Context: an optimization exercise on an open-source flow, tuned for a short achievable clock period and few clock cycles. The choices shown serve that exercise and are no tape-out recipe. Function was checked by simulation only, so behaviour that the tests miss may differ from the original. Power figures rest on the tool's default switching activity, not on a simulated workload.

`design.v`:
```
package memmap_pkg;
  localparam int C_SLOT_W = 3;
  typedef logic [C_SLOT_W-1:0] slot_t;
  function automatic logic slot_mapped(input slot_t slot, input integer nbanks);
    slot_mapped = ({{(32-C_SLOT_W){1'b0}}, slot} < nbanks);
  endfunction
endpackage
module cheby_aoi22 (
  input  logic a_i, b_i, c_i, d_i,
  output logic y_o
);
  assign y_o = !((a_i && b_i) || (c_i && d_i));
endmodule
module cheby_nand4 (
  input  logic a_i, b_i, c_i, d_i,
  output logic y_o
);
  assign y_o = !(a_i && b_i && c_i && d_i);
endmodule
module cheby_aor #(
  parameter int N = 8
) (
  input  logic [N-1:0] d_i,
  input  logic [N-1:0] s_i,
  output logic         y_o
);
  localparam int NP = N / 2;
  localparam int NQ = NP / 4;
  logic [NP-1:0] p;
  logic [NQ-1:0] q;
  for (genvar i = 0; i < NP; i++) begin : g_p
    cheby_aoi22 u_p (.a_i(d_i[2*i]), .b_i(s_i[2*i]), .c_i(d_i[2*i+1]), .d_i(s_i[2*i+1]), .y_o(p[i]));
  end
  for (genvar i = 0; i < NQ; i++) begin : g_q
    cheby_nand4 u_q (.a_i(p[4*i]), .b_i(p[4*i+1]), .c_i(p[4*i+2]), .d_i(p[4*i+3]), .y_o(q[i]));
  end
  assign y_o = |q;
endmodule
module cheby_dec3 (
  input  logic [2:0] a_i,
  input  logic       en_i,
  output logic [7:0] y_o
);
  always_comb
    for (int j = 0; j < 8; j++) y_o[j] = en_i && ({29'd0, a_i} == j);
endmodule
module cheby_dpssram #(
  parameter int g_nbanks     = 2,
  parameter int g_addr_width = 6
) (
  input  logic                                 clk_i,
  input  logic [g_nbanks*2**g_addr_width-1:0]  wr_i,
  input  logic                                 wr_data_i,
  input  logic [2:0]                           slot_a_i,
  input  logic [g_addr_width-1:0]              addr_a_i,
  output logic                                 data_a_o,
  input  logic [g_nbanks*g_addr_width-1:0]     addr_b_i,
  input  logic [g_nbanks-1:0]                  rd_b_i,
  output logic [g_nbanks-1:0]                  data_b_o
);
  localparam int NW = 2**g_addr_width;
  localparam int NG = NW / 8;
  logic [7:0]             sel_a;
  logic [g_nbanks*NG-1:0] grp_sel_a;
  logic [g_nbanks*NG-1:0] grp_a;
  logic                   data_a_q, data_a_d;
  cheby_dec3 u_dec_a (.a_i(addr_a_i[2:0]), .en_i(1'b1), .y_o(sel_a));
  for (genvar k = 0; k < g_nbanks; k++) begin : g_bank
    cheby_dec3 u_dec_g (
      .a_i (addr_a_i[5:3]),
      .en_i({29'd0, slot_a_i} == k),
      .y_o (grp_sel_a[k*NG +: NG])
    );
    memmap_bank #(
      .G_BANK_AW(g_addr_width)
    ) u_bank (
      .Clk      (clk_i),
      .wr_i     (wr_i[k*NW +: NW]),
      .wr_data_i(wr_data_i),
      .sel_a_i  (sel_a),
      .grp_a_o  (grp_a[k*NG +: NG]),
      .addr_b_i (addr_b_i[k*g_addr_width +: g_addr_width]),
      .rd_b_i   (rd_b_i[k]),
      .dat_b_o  (data_b_o[k])
    );
  end
  cheby_aor #(.N(g_nbanks*NG)) u_sel_a (.d_i(grp_a), .s_i(grp_sel_a), .y_o(data_a_d));
  always_ff @(posedge clk_i)
    data_a_q <= data_a_d;
  assign data_a_o = data_a_q;
endmodule
module memmap_bank #(
  parameter int G_BANK_AW = 6
) (
  input  logic                         Clk,
  input  logic [2**G_BANK_AW-1:0]      wr_i,
  input  logic                         wr_data_i,
  input  logic [7:0]                   sel_a_i,
  output logic [2**(G_BANK_AW-3)-1:0]  grp_a_o,
  input  logic [G_BANK_AW-1:0]         addr_b_i,
  input  logic                         rd_b_i,
  output logic                         dat_b_o
);
  localparam int NW = 2**G_BANK_AW;
  localparam int NG = NW / 8;
  logic [NW-1:0] mem_q;
  logic [7:0]    sel_b;
  logic [NG-1:0] grp_sel_b;
  logic [NG-1:0] grp_b;
  logic          y_b;
  logic          dat_b_q, dat_b_d;
  for (genvar i = 0; i < NW; i++) begin : g_word
    always_ff @(posedge Clk)
      if (wr_i[i]) mem_q[i] <= wr_data_i;
  end
  cheby_dec3 u_dec_b (.a_i(addr_b_i[2:0]), .en_i(1'b1), .y_o(sel_b));
  cheby_dec3 u_dec_g (.a_i(addr_b_i[5:3]), .en_i(rd_b_i), .y_o(grp_sel_b));
  for (genvar g = 0; g < NG; g++) begin : g_grp
    cheby_aor #(.N(8)) u_a (.d_i(mem_q[g*8 +: 8]), .s_i(sel_a_i), .y_o(grp_a_o[g]));
    cheby_aor #(.N(8)) u_b (.d_i(mem_q[g*8 +: 8]), .s_i(sel_b),   .y_o(grp_b[g]));
  end
  cheby_aor #(.N(NG)) u_sel_b (.d_i(grp_b), .s_i(grp_sel_b), .y_o(y_b));
  assign dat_b_d = y_b || (dat_b_q && !rd_b_i);
  always_ff @(posedge Clk)
    dat_b_q <= dat_b_d;
  assign dat_b_o = dat_b_q;
endmodule
module memmap_nbank #(
  parameter int G_NBANKS     = 2,
  parameter int G_DATA_WIDTH = 16,
  parameter int G_BANK_AW    = 6
) (
  input  logic                             Clk,
  input  logic                             rst_n,
  input  logic [G_BANK_AW+4:2]             VMEAddr,
  input  logic [31:0]                      VMEWrData,
  input  logic                             VMERdMem,
  input  logic                             VMEWrMem,
  output logic [31:0]                      VMERdData,
  output logic                             VMERdDone,
  output logic                             VMEWrDone,
  output logic                             VMEErr,
  input  logic [G_NBANKS*G_BANK_AW-1:0]    bank_adr_i,
  input  logic [G_NBANKS-1:0]              bank_rd_i,
  output logic [G_NBANKS*G_DATA_WIDTH-1:0] bank_dat_o
);
  localparam int NW = 2**G_BANK_AW;
  logic                       wr_done_q, rd_done_q, err_q;
  logic [G_NBANKS*NW-1:0]     wr_en_q;
  logic [G_DATA_WIDTH-1:0]    wr_dat_q;
  logic [G_DATA_WIDTH-1:0]    rd_dat;
  logic [G_NBANKS-1:0]        dat_b [G_DATA_WIDTH];
  memmap_pkg::slot_t          slot;
  logic [G_BANK_AW-1:0]       word;
  logic                       unused_wr_hi;
  assign unused_wr_hi = ^VMEWrData;
  assign slot = VMEAddr[G_BANK_AW+4:G_BANK_AW+2];
  assign word = VMEAddr[G_BANK_AW+1:2];
  always_ff @(posedge Clk or negedge rst_n) begin
    if (!rst_n) begin
      wr_done_q <= 1'b0;
      rd_done_q <= 1'b0;
      err_q     <= 1'b0;
      wr_en_q   <= '0;
    end else begin
      wr_done_q <= VMEWrMem;
      rd_done_q <= VMERdMem;
      err_q     <= (VMEWrMem || VMERdMem) && !memmap_pkg::slot_mapped(slot, G_NBANKS);
      for (int k = 0; k < G_NBANKS; k++)
        for (int i = 0; i < NW; i++)
          wr_en_q[k*NW+i] <= VMEWrMem && ({{(32-memmap_pkg::C_SLOT_W){1'b0}}, slot} == k) &&
                             ({{(32-G_BANK_AW){1'b0}}, word} == i);
    end
  end
  always_ff @(posedge Clk)
    wr_dat_q <= VMEWrData[G_DATA_WIDTH-1:0];
  for (genvar b = 0; b < G_DATA_WIDTH; b++) begin : g_bit
    cheby_dpssram #(
      .g_nbanks    (G_NBANKS),
      .g_addr_width(G_BANK_AW)
    ) u_slice (
      .clk_i    (Clk),
      .wr_i     (wr_en_q),
      .wr_data_i(wr_dat_q[b]),
      .slot_a_i (slot),
      .addr_a_i (word),
      .data_a_o (rd_dat[b]),
      .addr_b_i (bank_adr_i),
      .rd_b_i   (bank_rd_i),
      .data_b_o (dat_b[b])
    );
    for (genvar k = 0; k < G_NBANKS; k++) begin : g_k
      assign bank_dat_o[k*G_DATA_WIDTH+b] = dat_b[b][k];
    end
  end
  assign VMERdData = {{(32-G_DATA_WIDTH){1'b0}}, rd_dat};
  assign VMERdDone = rd_done_q;
  assign VMEWrDone = wr_done_q;
  assign VMEErr    = err_q;
endmodule
```
`run.sh`:
```
#!/bin/bash
# synth_recipe.tcl (not shown) runs the flow's synth.tcl, then flattens the netlist and writes it again
# the make line also repeats each setting of config.mk as NAME=value (left out here)
make -C /OpenROAD-flow-scripts/flow DESIGN_CONFIG=/design/flow/config.mk WORK_HOME=/design/flow/orfs CLKGATE_MAP_FILE= SYNTH_SCRIPT=/design/flow/synth_recipe.tcl finish
```
`config.mk`:
```
export PLATFORM = sky130hd
export DESIGN_NAME = memmap_nbank
export DESIGN_NICKNAME = memmap_nbank
export VERILOG_FILES = /design/flow/design.v
export SDC_FILE = /design/flow/constraint.sdc
export NUM_CORES = 4
export LEC_CHECK = 0
export ABC_CLOCK_PERIOD_IN_PS = 2000
export CAP_MARGIN = 20
export CORE_MARGIN = 2
export CORE_UTILIZATION = 45
export SETUP_SLACK_MARGIN = 3.2
export SLEW_MARGIN = 20
export SYNTH_HIERARCHICAL = 1
export SYNTH_MINIMUM_KEEP_SIZE = 0
```
`constraint.sdc`:
```
create_clock -name core_clock -period 5.5 [get_ports {Clk}]
set_input_delay 1.1000 -clock core_clock [delete_from_list [all_inputs] [get_ports {Clk}]]
set_output_delay 1.1000 -clock core_clock [all_outputs]
set_load 0.01 [all_outputs]
```
==> out/summary.txt, run 1 <==
Total power: 0.0392 W
Clk sinks: 2243
Initial core utilization: 45.3%
Synth Cell Area: 0.112 mm²
Peak supply drop: 0.000385 V
Critical path arrival: 3270 ps
Worst Path Max Fanout: 20
Iteration-0 DRC Markers: 11651
Final core occ: 54.0%
Post-DP Area: 0.120 mm²
Synth Area in XOR/XNOR: 0%
# DRC: 0
Initial antenna violation count: 28
Worst Setup Path Type: input pin to flop
CTS tree: built
Placed cells: 10237
Setup violators final: 0
Worst-Margin Slew: 1350 ps
Fmax: 396 MHz
Routed met3 length: 60100 µm
Worst-skew pair later-pin latency: 910 ps
M1 wire length: 179000 µm
Critical Path Sink Type: flop
Pwr dens: 295 mW/mm²
Die ar.: 0.252 mm²
Ys flop type: edfxtp_1
Synth area leaders: edfxtp_1 (55%), a22oi_2 (26%), and4bb_2 (3.8%)
Number of port buffers: 93
Layout cell share with drive strength beyond 1: 56.5%
Seq. cell area: 0.0664 mm²
Largest net degree at the start of global routing: 129
Share of Yosys cell area claimed by the top area cell type: 55.1%
Die span in y: 502 µm
Max cap viols: 0
Critical path startpoint category: input pin
Total Routing Usage GR: 37.7%
Post-synth cell types: 28
Slew Viols, Final: 0
Final Skew: 38.8 ps
Area of the multi-input gates: 0.0479 mm²
EDFF count, synth: 2048
Slew headroom: 9.68%
Routability cong.: 0.862
DR pass1 iterations: 6
CTS max path bufs: 3
Final net count: 7478
RSZ-0062 raised after global routing: true
First-pass GRT wire length: 644000 µm
Fin crit share: 45.9%
Dpl hpwl: 249000 µm
Gr ovfl total: 0
Register area share after synthesis: 59.2%
Top-count cell post-synth: a22oi_2
Root Buffer: clkbuf_16
Register-to-Register Path Depth: 5
Crit-path max cell delay: 580 ps
Setup TNS: 0 ps
Core footprint: 0.246 mm²
FP Rows: 182
Compound-gate portion of the synthesized area: 26.1%
H-tree depth: 4
Leading area contributor after synthesis: edfxtp_1
Synth async-reset ratio: 5.84%
Post-CTS Hold Fix Bufs: 0
Lkg Pwr: 39.7 nW
Total number of vias: 80708
Hold Crit Class: input pin to async pin
DR WL/cell: 45.6 µm
Met2 WL: 217000 µm
Fillers: 19525
Fin cells: 10963
CP required: 6250 ps
Top post-synthesis cells by count: a22oi_2 (2304), edfxtp_1 (2048), nand4_1 (577)
Area delta synth->final: 19.1%
CTS Buf Count: 235
Status: complete, no violations
Largest family of logic cells by synthesized area: compound AO/OA/AOI/OAI gates
Ports: 126
CP max stage cell: nand4_1
Simple-gate share of the synthesized area: 14.2%
DRT Wirelength: 500000 µm
Mux cell area share after synthesis: 0%
Via density: 7.36
DRT antenna net count: 0
Vias in the first global route: 76567
Design Area, Final: 0.133 mm²
Clock-pin slew on the worst setup and hold paths: 60 ps
Syn_area_per_cell: 17.5 µm²
Synth Area in Adders: 0%
Uppermost layer routed: met5
Worst path cell trace: buf_16 > and4bb_4 > a22oi_2 > nand4_1 > a22oi_2 > nand4_1 > or2_1
Yosys warns: 11
Synth Register Bits: 2243
Die Wd: 502 µm
Fin. Hold Viols: 0
Post-route minimum period: 2530 ps
Mapped Cells: 6391
-- per-module statistics from Yosys, one instance, submodules excluded, excerpt --
module | flip-flops and latches | cells | times used | cell area, µm²
cheby_nand4 | 0 | 1 | 576 | 6.26
cheby_dec3 | 0 | 8 | 112 | 96.3
memmap_nbank | 147 | 359 | 1 | 4920
cheby_aoi22 | 0 | 1 | 2304 | 12.5
-- cell families (layout without fill, tap and decap cells) --
| logic type | count (synthesis) | after routing |
|---|---|---|
| flops | 2243 | 2243 |
| simple gates | 1670 | 1712 |
| compound gates | 2337 | 2337 |
| buf+inv | 92 | 934 |
| other cells | 49 | 425 |
-- through the flow --
| step | setup WS, ps | hold WS [ps] |
|---|---|---|
| floorplan | 2980 | 497 |
| global placement | 1220 | 440 |
| detailed placement | 1160 | 439 |
| CTS | 2960 | 274 |
| global route | 2980 | 304 |
| finish | 2970 | 267 |
-- sequential cells by signal, indices dropped and copies added, names as in the netlist --
register                             flops
err_q                                    1
wr_en_q                                128
g_bit.u_slice.data_a_q                  16
wr_done_q                                1
rd_done_q                                1
g_bit.u_slice.g_bank.u_bank.mem_q     2048
wr_dat_q                                16
g_bit.u_slice.g_bank.u_bank.dat_b_q     32
-- what timing repair did --
item,4_1_cts,5_1_grt
gates resized for setup,587,74
endpoints found under the hold margin,0,0
gates cloned,66,40
pin swaps,132,109
setup endpoints to repair,192,89
setup buffers,98,50
-- final cells by class --
| type | count | share of cell area [%] |
|---|---|---|
| antenna | 25 | 0.0471 |
| clock buffer | 296 | 4.81 |
| clock inverter | 148 | 1.44 |
| inverter | 32 | 0.0904 |
| multi-input combinational | 4449 | 36.1 |
| sequential | 2243 | 49.9 |
| tap | 3312 | 3.12 |
| timing repair buffer | 458 | 4.51 |
-- routing by layer --
metal	global-route usage [%]	vias up
li1	-	31205
met1	47.0	41648
met2	56.1	6045
met3	10.9	1808
met4	27.2	2
met5	0	-
-- cell usage in the layout, fill, tap and decap left out, drive strengths merged, types with 131 or more instances in the layout --
master	instances
a22oi	2304
edfxtp	2048
nand4	577
buf	402
conb	400
and4bb	360
and4b	353
clkbuf	322
nor3	144
dfrtp	131
-- final timing paths --
check / startpoint / to / slack (ps)
worst max-delay path: VMEAddr[2] / g_bit[9].u_slice.data_a_q$_DFF_P_ / 2970
worst min-delay path: rst_n / rd_done_q$_DFF_PN0_ / 270
worst max register to register: g_bit[9].u_slice.g_bank[1].u_bank.mem_q[10]$_DFFE_PP_ / g_bit[9].u_slice.data_a_q$_DFF_P_ / 3300
worst min register to register: g_bit[7].u_slice.g_bank[1].u_bank.dat_b_q$_DFF_P_ / g_bit[7].u_slice.g_bank[1].u_bank.dat_b_q$_DFF_P_ / 450
max in group asynchronous: rst_n / wr_en_q[119]$_DFF_PN0_ / 4060
min in group core_clock: g_bit[7].u_slice.g_bank[1].u_bank.dat_b_q$_DFF_P_ / g_bit[7].u_slice.g_bank[1].u_bank.dat_b_q$_DFF_P_ / 450
-- worst max-delay path: cells and delay by family --
| family | cells | cell delay [ps] |
|---|---|---|
| compound gates | 2 | 380 |
| buf+inv | 1 | 170 |
| simple gates | 4 | 1550 |
-- power by group --
group          switching [W]  internal, W  leakage (nW)
clock network        0.00720       0.0100          4.05
registers           0.000106       0.0187          20.6
logic                0.00206      0.00111          15.1
Testbench counts, summed over its fixed seeds: cycles 32,000.
==> run 2: changes to the inputs <==
--- a/config.mk
+++ b/config.mk
@@ -10,4 +10,6 @@
 export CORE_MARGIN = 2
 export CORE_UTILIZATION = 45
+export CTS_CLUSTER_DIAMETER = 80
+export CTS_CLUSTER_SIZE = 20
 export SETUP_SLACK_MARGIN = 3.2
 export SLEW_MARGIN = 20
==> run 2 against run 1 <==
Compared with the run above: still clean; register-to-register slack worse by 210 ps; die area stayed put; synthesized area stayed put; routed wire length is 1.3% higher; sequential cell count stayed put; synthesized cell count stayed put; worst setup slack worse by 240 ps; sequential share of layout area is 1.0 points higher; cell count is 0.98% lower; first-iteration DRC count is 1.4% lower; global-route usage is 0.70 points higher.
==> out/summary.txt, run 2 <==
Status: complete, no violations
Area delta synth->final: 16.7%
Top post-synthesis cells by count: a22oi_2 (2304), edfxtp_1 (2048), nand4_1 (577)
Most flops, register: g_bit.u_slice.g_bank.u_bank.mem_q
Critical path startpoint category: input pin
Final Skew: 34.6 ps (-4.23 ps)
CTS tree: built
Mapped Cells: 6391 (unchanged)
Worst Setup Path Type: input pin to flop
Sequential share of power: 55.7% (+7.8 points)
Top Registers: g_bit.u_slice.g_bank.u_bank.mem_q: 2048 flops, wr_en_q: 128 flops, g_bit.u_slice.g_bank.u_bank.dat_b_q: 32 flops
Fin crit share: 50.3% (+4.4 points)
Layout cell share with drive strength beyond 1: 56.0% (-0.50 points)
FP Rows: 182 (unchanged)
Gr ovfl total: 0 (unchanged)
Clk sinks: 2243 (unchanged)
Yosys warns: 11 (unchanged)
Max reg flops: 2048 (unchanged)
Design Area, Final: 0.130 mm² (-2.0%)
Synth Cell Area: 0.112 mm² (unchanged)
Iteration-0 DRC Markers: 11486 (-1.4%)
DRT Wirelength: 506000 µm (+1.3%)
Leading area contributor after synthesis: edfxtp_1
Gate power share: 9.8% (+1.7 points)
Clock-pin slew on the worst setup and hold paths: 80 ps (+20 ps)
DR pass1 iterations: 10 (+4)
Number of port buffers: 93 (unchanged)
CP required: 6210 ps (-40 ps)
H-tree depth: 4 (unchanged)
Fmax: 362 MHz (-8.7%)
Core footprint: 0.246 mm² (unchanged)
Lkg Pwr: 38.4 nW (-3.3%)
DR WL/cell: 46.6 µm (+2.3%)
Root Buffer: clkbuf_16
Ports: 126 (unchanged)
Critical path arrival: 3470 ps (+200 ps)
Dpl hpwl: 249000 µm (unchanged)
Peak supply drop: 0.000249 V (-35%)
Die Wd: 502 µm (unchanged)
CTS Buf Count: 142 (-40%)
Initial antenna violation count: 30 (+7.1%)
Post-synth cell types: 28 (unchanged)
Post-CTS Hold Fix Bufs: 0 (unchanged)
Via density: 7.45 (+1.1%)
Hold Crit Class: input pin to async pin
EDFF count, synth: 2048 (unchanged)
Clock power share: 34.6% (-9.4 points)
Largest net degree at the start of global routing: 129 (unchanged)
Routability cong.: 0.862 (unchanged)
Worst Path Max Fanout: 22 (+10%)
Worst path cell trace: buf_12 > nor3_2 > and4b_2 > a22oi_2 > nand4_1 > or2_4
Total Routing Usage GR: 38.4% (+0.70 points)
Critical Path Sink Type: flop
Internal power: 0.0253 W (-15%)
RSZ-0062 raised after global routing: true
Slew Viols, Final: 0 (unchanged)
Setup violators final: 0 (unchanged)
Share of Yosys cell area claimed by the top area cell type: 55.1% (unchanged)
Slew headroom: 9.33% (-0.35 points)
Post-DP Area: 0.120 mm² (unchanged)
Ys flop type: edfxtp_1
CP max stage cell: nand4_1
Pwr dens: 259 mW/mm² (-12%)
Post-route minimum period: 2760 ps (+240 ps)
Initial core utilization: 45.3% (unchanged)
Synth async-reset ratio: 5.84% (unchanged)
Top-count cell post-synth: a22oi_2
Worst r2r src: g_bit[8].u_slice.g_bank[0].u_bank.mem_q[44]$_DFFE_PP_
Sw Share: 24.9% (+1.0 points)
P_sw: 0.00839 W (-10%)
Most common cell after layout, fill and taps aside: a22oi_2
Max cap viols: 0 (unchanged)
Final net count: 7462 (-0.21%)
Commonest cells after routing, fill and taps aside: a22oi_2 (2304), edfxtp_1 (2048), nand4_1 (577)
First-pass GRT wire length: 653000 µm (+1.5%)
Worst-Margin Slew: 1360 ps (+5.18 ps)
Synth Register Bits: 2243 (unchanged)
DRT antenna net count: 0 (unchanged)
CP delay by family, top: simple AND/OR/NAND/NOR gates
Synth area leaders: edfxtp_1 (55%), a22oi_2 (26%), and4bb_2 (3.8%)
Setup TNS: 0 ps (unchanged)
Fillers: 19714 (+0.97%)
Register area share after synthesis: 59.2% (unchanged)
Crit-path max cell delay: 720 ps (+140 ps)
Fin. Hold Viols: 0 (unchanged)
# DRC: 0 (unchanged)
CTS max path bufs: 3 (unchanged)
Die ar.: 0.252 mm² (unchanged)
Die span in y: 502 µm (unchanged)
Worst Path Buf+Inv: 1 (unchanged)
Total number of vias: 80836 (+0.16%)
Syn_area_per_cell: 17.5 µm² (unchanged)
Worst Setup SP: VMEAddr[9]
Worst-skew pair later-pin latency: 850 ps (-60 ps)
Vias in the first global route: 76283 (-0.37%)
run 2: cell families (layout without fill, tap and decap cells):
family | count (synthesis) | count (layout) | share of synthesized area (%)
AO/OA/AOI/OAI | 2337 | 2337 | 26.1
buffers and inverters | 92 | 811 | 0.409
flip-flops | 2243 | 2243 | 59.2
other | 49 | 428 | 0.165
AND/OR/NAND/NOR | 1670 | 1725 | 14.2
run 2: final timing paths:
path / to / slack (ps) / cells after the start
worst max-delay path: g_bit[8].u_slice.data_a_q$_DFF_P_ / 2740 / 6
worst min-delay path: wr_done_q$_DFF_PN0_ / 290 / 1
worst max register to register: g_bit[8].u_slice.data_a_q$_DFF_P_ / 3090 / 5
worst min register to register: g_bit[13].u_slice.g_bank[0].u_bank.dat_b_q$_DFF_P_ / 460 / 1
max in group asynchronous: wr_en_q[114]$_DFF_PN0_ / 4010 / 2
min in group core_clock: g_bit[13].u_slice.g_bank[0].u_bank.dat_b_q$_DFF_P_ / 460 / 1
run 2: modules after synthesis (local to each module, per instance), excerpt:
module | flops+latches | cell area, µm²
cheby_aoi22 | 0 | 12.5
cheby_dec3 | 0 | 96.3
memmap_nbank | 147 | 4920
cheby_nand4 | 0 | 6.26
run 2: layout make-up:
class / instances / area (µm²) / share of cell area [%]
antenna: 28 / 70.1 / 0.0538
clock buffer: 212 / 4100 / 3.15
clock inverter: 45 / 443 / 0.340
inverter: 32 / 120 / 0.0922
multi-input combinational: 4462 / 48100 / 37.0
sequential: 2243 / 66400 / 50.9
tap: 3312 / 4140 / 3.18
timing repair buffer: 522 / 6880 / 5.28
run 2: repair_timing:
| action | in CTS | in global routing |
|---|---|---|
| setup buffers | 141 | 65 |
| setup endpoints to repair | 196 | 95 |
| resized for setup | 650 | 71 |
| pin swaps | 190 | 115 |
| gates cloned | 96 | 30 |
run 2: metal layers:
metal / up-vias / GRT usage [%] / wire (µm)
met3: 1826 / 10.9 / 62600
met2: 6184 / 57.5 / 220000
met4: 16 / 27.1 / 43800
met1: 41699 / 47.9 / 180000
li1: 31111 / - / -
met5: - / 0.212 / 168
run 2: per-stage QoR:
stage,total power [W],hold slack [ps],worst slack [ps],instances,utilization [%]
finish,0.0337,294,2740,10856,52.9
global route,0.0344,344,2840,10842,52.9
CTS,0.0334,341,3010,10731,52.2
detailed placement,0.0217,439,1160,10237,48.6
global placement,0.0217,440,1220,10235,48.5
floorplan,0.0205,497,2980,6742,-
run 2: power by group through the flow:
stage               registers (W)  clock network (W)  logic (W)
floorplan                  0.0192                  0    0.00126
global placement           0.0191                  0    0.00254
detailed placement         0.0191                  0    0.00257
CTS                        0.0188             0.0117    0.00299
global route               0.0188             0.0123    0.00334
finish                     0.0187             0.0116    0.00329

[port drivers added, routing unchanged]
No port has a modelled driver above. Below, the same layouts with a new extraction and two added sets of constraints.
Step 1, drivers: a clkbuf_16 drives Clk and a buf_2 each remaining input, both assumed.
Step 2 times the ports against the registers' clock, not the clock port: input delays grow and output delays shrink by t, the midpoint of the rising clock arrivals with the driver on.
a / b / c = no drivers / after step 1 / after step 2; a / b = the first two.
| run | shift t [ns] | setup slack, ns | hold slack, ns |
|---|---|---|---|
| run 1 | 0.995 | 2.975 / 2.382 / 1.387 | 0.267 / 0.200 / 0.453 |
| run 2 | 0.935 | 2.735 / 2.194 / 1.259 | 0.294 / 0.232 / 0.459 |
After both steps setup and hold are still met in every run listed. For run 1, which loses most, drivers alone change the setup slack by -0.593 ns; drivers and shift together by -1.588 ns.
